From an optimization exercise on the open Yosys and OpenROAD flow, aimed at small area and a short achievable clock period; shortcuts taken in it are not production practice. In this exercise RTL edits were held to simulation tests only and were not proved equivalent to the original. Power figures rest on the tool's default switching activity, not on a simulated workload.

==> run a: inputs <==
==> flow/design.v (excerpt) <==
module rob_top (
  input  logic        clk,
  input  logic        reset,
  input  logic        dispatch_valid,
  input  logic [4:0]  dispatch_dest,
  output logic        alloc_ready,
  output logic [3:0]  alloc_tag,
  input  logic        fill_a_valid,
  input  logic [3:0]  fill_a_slot,
  input  logic [31:0] fill_a_data,
  input  logic        fill_b_valid,
  input  logic [3:0]  fill_b_slot,
  input  logic [31:0] fill_b_data,
  input  logic        wb_cyc,
  input  logic        wb_stb,
  input  logic [4:0]  wb_adr,
  output logic        wb_ack,
  output logic [31:0] wb_dat
);
==> module rob_pointer_counter, before the edit <==
module rob_pointer_counter (
  input  logic       clk,
  input  logic       reset,
  input  logic       dispatch_valid,
  input  logic       done_e,       
  input  logic       done_o,       
  output logic [7:0] row_e,        
  output logic [7:0] row_o,        
  output logic       head_odd,     
  output logic [3:0] tail,
  output logic [15:0] tail_oh,     
  output logic       alloc_ready,
  output logic       alloc_fire,
  output logic       we_e,         
  output logic       we_o          
);
  logic [4:0] count;
  logic       nz;      
  logic       gt1;     
  logic       gt2;
  logic       gt3;
  logic       is15;
  logic       one;     
  logic       two;     
  logic       up;      
  logic       same;    
  logic       dn1;     
  logic       dn2;     
  logic [4:0] count_nx;
  assign alloc_fire = dispatch_valid && alloc_ready;
  assign we_e = nz && done_e && (!head_odd || (gt1 && done_o));
  assign we_o = nz && done_o && ( head_odd || (gt1 && done_e));
  assign one = we_e ^ we_o;
  assign two = we_e & we_o;
  assign up   =  alloc_fire && !we_e && !we_o;
  assign same =  alloc_fire ? one : (!we_e && !we_o);
  assign dn1  =  alloc_fire ? two : one;
  assign dn2  = !alloc_fire && two;
  rob_onehot_mux #(.N(4), .W(5)) u_count_mux (
    .sel ({dn2, dn1, same, up}),
    .d   ({count - 5'd2, count - 5'd1, count, count + 5'd1}),
    .q   (count_nx)
  );
  assign gt2  = (count > 5'd2);
  assign gt3  = (count > 5'd3);
  assign is15 = (count == 5'd15);
  always_ff @(posedge clk) begin
    if (reset) begin
      row_e       <= 8'd1;
      row_o       <= 8'd1;
      head_odd    <= 1'b0;
      tail        <= '0;
      tail_oh     <= 16'd1;
      count       <= '0;
      nz          <= 1'b0;
      gt1         <= 1'b0;
      alloc_ready <= 1'b1;
    end else begin
      if (we_e) row_e <= {row_e[6:0], row_e[7]};
      if (we_o) row_o <= {row_o[6:0], row_o[7]};
      head_odd    <= head_odd ^ one;
      if (alloc_fire) tail <= tail + 4'd1;
      if (alloc_fire) tail_oh <= {tail_oh[14:0], tail_oh[15]};
      count       <= count_nx;
      nz          <= up | (same & nz) | (dn1 & gt1) | (dn2 & gt2);
      gt1         <= (up & nz) | (same & gt1) | (dn1 & gt2) | (dn2 & gt3);
      alloc_ready <= !((up & is15) | (same & !alloc_ready));
    end
  end
endmodule
==> module arch_regfile, before the edit <==
module arch_regfile (
  input  logic        clk,
  input  logic        reset,
  input  logic        we_e,
  input  logic [4:0]  waddr_e,
  input  logic [31:0] wdata_e,
  input  logic        we_o,
  input  logic [4:0]  waddr_o,
  input  logic [31:0] wdata_o,
  input  logic        e_younger,    
  input  logic [4:0]  raddr,
  output logic [31:0] rdata
);
  logic        p_we_e;
  logic        p_we_o;
  logic [4:0]  p_addr_e;
  logic [4:0]  p_addr_o;
  logic [31:0] p_data_e;
  logic [31:0] p_data_o;
  logic        p_e_younger;
  always_ff @(posedge clk) begin
    if (reset) begin
      p_we_e <= 1'b0;
      p_we_o <= 1'b0;
    end else begin
      p_we_e <= we_e && (waddr_e != 5'd0);
      p_we_o <= we_o && (waddr_o != 5'd0);
    end
    p_addr_e    <= waddr_e;
    p_addr_o    <= waddr_o;
    p_data_e    <= wdata_e;
    p_data_o    <= wdata_o;
    p_e_younger <= e_younger;
  end
  logic [31:0] regs [1:31];
  logic [31:1] hit_e;
  logic [31:1] hit_o;
  logic [31:1] sel_e;
  logic [31:1] sel_o;
  logic [31:1] keep;
  always_comb begin
    for (int r = 1; r < 32; r++) begin
      hit_e[r] = p_we_e && (p_addr_e == 5'(r));
      hit_o[r] = p_we_o && (p_addr_o == 5'(r));
      sel_e[r] = !reset && hit_e[r] && !(hit_o[r] && !p_e_younger);
      sel_o[r] = !reset && hit_o[r] && !(hit_e[r] && p_e_younger);
      keep[r]  = !reset && !hit_e[r] && !hit_o[r];
    end
  end
  for (genvar r = 1; r < 32; r++) begin : g_reg
    rob_word3 u_word (
      .clk   (clk),
      .sel_a (sel_e[r]),
      .a     (p_data_e),
      .sel_b (sel_o[r]),
      .b     (p_data_o),
      .keep  (keep[r]),
      .q     (regs[r])
    );
  end
  logic [31:0] array_rdata;
  logic        byp_e;
  logic        byp_o;
  logic        take_e;
  logic        take_o;
  logic [31:1] rsel;
  logic [31*32-1:0] rwords;
  always_comb begin
    for (int r = 1; r < 32; r++) begin
      rsel[r]     = (raddr == 5'(r));
      rwords[(r-1)*32 +: 32] = regs[r];
    end
  end
  rob_onehot_mux #(.N(31), .W(32)) u_read (
    .sel (rsel),
    .d   (rwords),
    .q   (array_rdata)
  );
  assign byp_e  = p_we_e && (p_addr_e == raddr);
  assign byp_o  = p_we_o && (p_addr_o == raddr);
  assign take_e = byp_e && (p_e_younger || !byp_o);
  assign take_o = byp_o && !(byp_e && p_e_younger);
  assign rdata = ({32{take_e}} & p_data_e) |
                 ({32{take_o}} & p_data_o) |
                 ({32{!byp_e && !byp_o}} & array_rdata);
endmodule
==> flow/config.mk <==
export PLATFORM = sky130hd
export DESIGN_NAME = rob_top
export DESIGN_NICKNAME = rob_top
export VERILOG_FILES = /design/flow/design.v
export SDC_FILE = /design/flow/constraint.sdc
export NUM_CORES = 4
export LEC_CHECK = 0
export CAP_MARGIN = 20
export CORE_MARGIN = 2
export CORE_UTILIZATION = 40
export PLACE_DENSITY = 0.6
export SETUP_SLACK_MARGIN = 2.9
export SLEW_MARGIN = 20
export SYNTH_HIERARCHICAL = 1
==> flow/constraint.sdc <==
create_clock -name core_clock -period 5.0 [get_ports {clk}]
set_input_delay 1.0000 -clock core_clock [delete_from_list [all_inputs] [get_ports {clk}]]
set_output_delay 1.0000 -clock core_clock [all_outputs]
set_load 0.01 [all_outputs]
standard.sh (not shown) runs the stock make flow with config.mk's settings and CLKGATE_MAP_FILE= SYNTH_SCRIPT=/design/flow/synth_recipe.tcl, a recipe that flattens the netlist after the stock synthesis.
==> flow/flow/run.sh <==
#!/bin/bash
# The standard layout, with three changes to how it is made:
# - the port buffers are plain buffers instead of the delay cell
#   buffer_ports picks on its own;
# - clock tree sinks are clustered in larger groups, which gives a shallower
#   tree with fewer buffers;
# - global routing keeps more room on met1 and met2 (flow/fastroute.tcl),
#   which eases detailed routing.
set -euo pipefail
bash standard.sh \
  "BUFFER_PORTS_ARGS=-buffer_cell sky130_fd_sc_hd__buf_2" \
  "CTS_ARGS=-sink_clustering_enable -repair_clock_nets -sink_clustering_size 25 -sink_clustering_max_diameter 150 -dont_use_dummy_load" \
  "FASTROUTE_TCL=$PWD/flow/fastroute.tcl" \
  finish > flow_make.log 2>&1
==> flow/flow/fastroute.tcl <==
# Global routing capacity: leave more of met1 and met2 free for pin access,
# so that more of the routing goes to the upper layers
set_global_routing_layer_adjustment met1 0.5
set_global_routing_layer_adjustment met2 0.35
set_global_routing_layer_adjustment met3-$::env(MAX_ROUTING_LAYER) 0.2

set_routing_layers -clock $::env(MIN_CLK_ROUTING_LAYER)-$::env(MAX_ROUTING_LAYER)
set_routing_layers -signal $::env(MIN_ROUTING_LAYER)-$::env(MAX_ROUTING_LAYER)
==> run b (differences from run a) <==
--- a/flow/design.v
+++ b/flow/design.v
@@ -48,27 +48,36 @@
   logic       is15;
   logic       one;     
+  logic       none;    
   logic       two;     
-  logic       up;      
-  logic       same;    
-  logic       dn1;     
-  logic       dn2;     
-  logic [4:0] count_nx;
-  assign alloc_fire = dispatch_valid && alloc_ready;
+  logic [4:0] c1;      
+  logic       c1_gt0;
+  logic       c1_gt1;
+  logic       c1_gt2;
+  logic       c1_gt3;
+  logic       c1_full;
+  logic [6:0] next;    
+  logic full;          
+  assign alloc_fire = dispatch_valid && !full;
   assign we_e = nz && done_e && (!head_odd || (gt1 && done_o));
   assign we_o = nz && done_o && ( head_odd || (gt1 && done_e));
-  assign one = we_e ^ we_o;
-  assign two = we_e & we_o;
-  assign up   =  alloc_fire && !we_e && !we_o;
-  assign same =  alloc_fire ? one : (!we_e && !we_o);
-  assign dn1  =  alloc_fire ? two : one;
-  assign dn2  = !alloc_fire && two;
-  rob_onehot_mux #(.N(4), .W(5)) u_count_mux (
-    .sel ({dn2, dn1, same, up}),
-    .d   ({count - 5'd2, count - 5'd1, count, count + 5'd1}),
-    .q   (count_nx)
-  );
+  assign two  =   we_e &&  we_o;
+  assign none = !(we_e ||  we_o);
+  assign one  = !two && !none;
   assign gt2  = (count > 5'd2);
   assign gt3  = (count > 5'd3);
   assign is15 = (count == 5'd15);
+  assign c1      = count + 5'(alloc_fire);
+  assign c1_gt0  = alloc_fire || nz;
+  assign c1_gt1  = alloc_fire ? nz  : gt1;
+  assign c1_gt2  = alloc_fire ? gt1 : gt2;
+  assign c1_gt3  = alloc_fire ? gt2 : gt3;
+  assign c1_full = alloc_fire ? is15 : full;
+  rob_onehot_mux #(.N(3), .W(7)) u_count_mux (
+    .sel ({two, one, none}),
+    .d   ({c1_gt3, c1_gt2, c1 - 5'd2,
+           c1_gt2, c1_gt1, c1 - 5'd1,
+           c1_gt1, c1_gt0, c1}),
+    .q   (next)
+  );
   always_ff @(posedge clk) begin
     if (reset) begin
@@ -82,4 +91,5 @@
       gt1         <= 1'b0;
       alloc_ready <= 1'b1;
+      full        <= 1'b0;
     end else begin
       if (we_e) row_e <= {row_e[6:0], row_e[7]};
@@ -88,8 +98,7 @@
       if (alloc_fire) tail <= tail + 4'd1;
       if (alloc_fire) tail_oh <= {tail_oh[14:0], tail_oh[15]};
-      count       <= count_nx;
-      nz          <= up | (same & nz) | (dn1 & gt1) | (dn2 & gt2);
-      gt1         <= (up & nz) | (same & gt1) | (dn1 & gt2) | (dn2 & gt3);
-      alloc_ready <= !((up & is15) | (same & !alloc_ready));
+      {gt1, nz, count} <= next;
+      alloc_ready <= !(none && c1_full);
+      full        <=   none && c1_full;
     end
   end
@@ -271,29 +280,29 @@
     );
   end
-  logic [31:0] array_rdata;
   logic        byp_e;
   logic        byp_o;
   logic        take_e;
   logic        take_o;
+  logic        no_byp;
   logic [31:1] rsel;
-  logic [31*32-1:0] rwords;
+  logic [33*32-1:0] rwords;
+  assign byp_e  = p_we_e && (p_addr_e == raddr);
+  assign byp_o  = p_we_o && (p_addr_o == raddr);
+  assign take_e = byp_e && (p_e_younger || !byp_o);
+  assign take_o = byp_o && !(byp_e && p_e_younger);
+  assign no_byp = !byp_e && !byp_o;
   always_comb begin
     for (int r = 1; r < 32; r++) begin
-      rsel[r]     = (raddr == 5'(r));
+      rsel[r]                = no_byp && (raddr == 5'(r));
       rwords[(r-1)*32 +: 32] = regs[r];
     end
+    rwords[31*32 +: 32] = p_data_e;
+    rwords[32*32 +: 32] = p_data_o;
   end
-  rob_onehot_mux #(.N(31), .W(32)) u_read (
-    .sel (rsel),
+  rob_onehot_mux #(.N(33), .W(32)) u_read (
+    .sel ({take_o, take_e, rsel}),
     .d   (rwords),
-    .q   (array_rdata)
+    .q   (rdata)
   );
-  assign byp_e  = p_we_e && (p_addr_e == raddr);
-  assign byp_o  = p_we_o && (p_addr_o == raddr);
-  assign take_e = byp_e && (p_e_younger || !byp_o);
-  assign take_o = byp_o && !(byp_e && p_e_younger);
-  assign rdata = ({32{take_e}} & p_data_e) |
-                 ({32{take_o}} & p_data_o) |
-                 ({32{!byp_e && !byp_o}} & array_rdata);
 endmodule
 `timescale 1ns/1ps
==> flow/flow/run.sh (replaced) <==
#!/bin/bash
# The standard layout, with these changes to how it is made:
# - the port buffers are plain buffers instead of the delay cell
#   buffer_ports picks on its own;
# - clock tree sinks are clustered in larger groups, which gives a shallower
#   tree with fewer buffers;
# - global routing keeps more room on met1 and met2 (flow/fastroute.tcl),
#   which eases detailed routing;
# - after global routing, one more setup repair and an antenna repair with
#   a margin (flow/post_grt.tcl).
set -euo pipefail
bash standard.sh \
  "BUFFER_PORTS_ARGS=-buffer_cell sky130_fd_sc_hd__buf_2" \
  "CTS_ARGS=-sink_clustering_enable -repair_clock_nets -sink_clustering_size 25 -sink_clustering_max_diameter 150 -dont_use_dummy_load" \
  "FASTROUTE_TCL=$PWD/flow/fastroute.tcl" \
  "POST_GLOBAL_ROUTE_TCL=$PWD/flow/post_grt.tcl" \
  finish > flow_make.log 2>&1
==> flow/flow/post_grt.tcl (new file) <==
# After global routing (its own setup repair and antenna repair done):
# one more setup repair with global-route parasitics, then antennas once
# more with a margin, so that detailed routing is less likely to leave
# antenna violations that need another full detailed routing pass
log_cmd estimate_parasitics -global_routing
repair_timing_helper -setup
log_cmd global_route -start_incremental
log_cmd detailed_placement
log_cmd global_route -end_incremental -allow_congestion
repair_antennas -iterations 3 -ratio_margin 20 -allow_congestion
check_placement -verbose
- TNS_END_PERCENT: unset -> 5
==> run c (differences from run a) <==
--- a/flow/design.v
+++ b/flow/design.v
@@ -48,27 +48,35 @@
   logic       is15;
   logic       one;     
+  logic       none;    
   logic       two;     
-  logic       up;      
-  logic       same;    
-  logic       dn1;     
-  logic       dn2;     
-  logic [4:0] count_nx;
+  logic [4:0] c1;      
+  logic       c1_gt0;
+  logic       c1_gt1;
+  logic       c1_gt2;
+  logic       c1_gt3;
+  logic       c1_full;
+  logic [6:0] next;    
   assign alloc_fire = dispatch_valid && alloc_ready;
   assign we_e = nz && done_e && (!head_odd || (gt1 && done_o));
   assign we_o = nz && done_o && ( head_odd || (gt1 && done_e));
-  assign one = we_e ^ we_o;
-  assign two = we_e & we_o;
-  assign up   =  alloc_fire && !we_e && !we_o;
-  assign same =  alloc_fire ? one : (!we_e && !we_o);
-  assign dn1  =  alloc_fire ? two : one;
-  assign dn2  = !alloc_fire && two;
-  rob_onehot_mux #(.N(4), .W(5)) u_count_mux (
-    .sel ({dn2, dn1, same, up}),
-    .d   ({count - 5'd2, count - 5'd1, count, count + 5'd1}),
-    .q   (count_nx)
-  );
+  assign two  =   we_e &&  we_o;
+  assign none = !(we_e ||  we_o);
+  assign one  = !two && !none;
   assign gt2  = (count > 5'd2);
   assign gt3  = (count > 5'd3);
   assign is15 = (count == 5'd15);
+  assign c1      = count + 5'(alloc_fire);
+  assign c1_gt0  = alloc_fire || nz;
+  assign c1_gt1  = alloc_fire ? nz  : gt1;
+  assign c1_gt2  = alloc_fire ? gt1 : gt2;
+  assign c1_gt3  = alloc_fire ? gt2 : gt3;
+  assign c1_full = alloc_fire ? is15 : !alloc_ready;
+  rob_onehot_mux #(.N(3), .W(7)) u_count_mux (
+    .sel ({two, one, none}),
+    .d   ({c1_gt3, c1_gt2, c1 - 5'd2,
+           c1_gt2, c1_gt1, c1 - 5'd1,
+           c1_gt1, c1_gt0, c1}),
+    .q   (next)
+  );
   always_ff @(posedge clk) begin
     if (reset) begin
@@ -88,8 +96,6 @@
       if (alloc_fire) tail <= tail + 4'd1;
       if (alloc_fire) tail_oh <= {tail_oh[14:0], tail_oh[15]};
-      count       <= count_nx;
-      nz          <= up | (same & nz) | (dn1 & gt1) | (dn2 & gt2);
-      gt1         <= (up & nz) | (same & gt1) | (dn1 & gt2) | (dn2 & gt3);
-      alloc_ready <= !((up & is15) | (same & !alloc_ready));
+      {gt1, nz, count} <= next;
+      alloc_ready <= !(none && c1_full);
     end
   end
==> flow/flow/run.sh (replaced) <==
#!/bin/bash
# The standard layout, with these changes to how it is made:
# - the port buffers are plain buffers instead of the delay cell
#   buffer_ports picks on its own;
# - clock tree sinks are clustered in larger groups, which gives a shallower
#   tree with fewer buffers;
# - global routing keeps more room on met1 and met2 (flow/fastroute.tcl),
#   which eases detailed routing;
# - after global routing, one more setup repair and an antenna repair with
#   a margin (flow/post_grt.tcl).
set -euo pipefail
bash standard.sh \
  "BUFFER_PORTS_ARGS=-buffer_cell sky130_fd_sc_hd__buf_2" \
  "CTS_ARGS=-sink_clustering_enable -repair_clock_nets -sink_clustering_size 25 -sink_clustering_max_diameter 150 -dont_use_dummy_load" \
  "FASTROUTE_TCL=$PWD/flow/fastroute.tcl" \
  "POST_GLOBAL_ROUTE_TCL=$PWD/flow/post_grt.tcl" \
  finish > flow_make.log 2>&1
==> flow/flow/post_grt.tcl (new file) <==
# After global routing (its own setup repair and antenna repair done):
# one more setup repair with global-route parasitics, then antennas once
# more with a margin, so that detailed routing is less likely to leave
# antenna violations that need another full detailed routing pass
log_cmd estimate_parasitics -global_routing
repair_timing_helper -setup
log_cmd global_route -start_incremental
log_cmd detailed_placement
log_cmd global_route -end_incremental
repair_antennas -iterations 3 -ratio_margin 20
check_placement -verbose
- TNS_END_PERCENT: unset -> 5
==> comparison table <==
Syn avg cell area: run a 10.3 sq um; run b 10.3 sq um; run c 10.3 sq um
Status: run a no timing/DRC/antenna violations; run b aborted with a tool error; run c no timing/DRC/antenna violations
Failing step: run a -; run b 5_1_grt; run c -
Count of inverters other than clock inverters in the layout: run a 1610; run b -; run c 1618
Sequential portion of the cell area: run a 41.8%; run b -; run c 42.7%
Number of DRC violations after detailed routing: run a 0; run b -; run c 0
Period utilization: run a 51.1%; run b -; run c 52.9%
Seq group: run a 15.8 mW; run b -; run c 15.9 mW
Max-cap violations: run a 0; run b -; run c 0
TritonCTS Sinks: run a 1756; run b 1757; run c 1756
Mapped Nets: run a 7257; run b 7201; run c 7266
Multi-input combinational area share: run a 35.5%; run b -; run c 35.2%
Power of the clock network: run a 7.46 mW; run b -; run c 7.49 mW
Fraction of power consumed by the clock network: run a 26.7%; run b -; run c 26.6%
Crit path to: run a u_core.u_wb_fsm.wb_dat[24]; run b -; run c u_core.u_wb_fsm.wb_dat[6]
Number of buffers and inverters on the critical path: run a 4; run b -; run c 4
Max reg flops: run a 992; run b -; run c 992
Group drawing the most power: run a sequential cells; run b -; run c sequential cells

-- separate check: timing with driven ports --
No port has a modelled driver above. Below, the same layouts with a new extraction and two added sets of constraints.
Step 1, drivers: a clkbuf_16 drives clk and a buf_2 each remaining input, both assumed.
Step 2 moves the port delays by t, midway between the first and last clock arrival at a register: inputs arrive t later, outputs are due t later. That takes back most of the time a late clock gives input paths.
Three values: ideal ports, drivers, drivers and shift; two values: the first two.
| run | shift t [ns] | setup slack, ns | worst slew at a driven data input, ns |
|---|---|---|---|
| run a | 0.826 | 2.447 / 2.328 / 1.502 | 0.54 |
| run c | 0.844 | 2.357 / 2.143 / 1.300 | 0.34 |
After both steps setup and hold are still met in every run listed. The setup slack of run c, which loses most, moves by -0.214 ns with the drivers and by -1.057 ns with both steps.
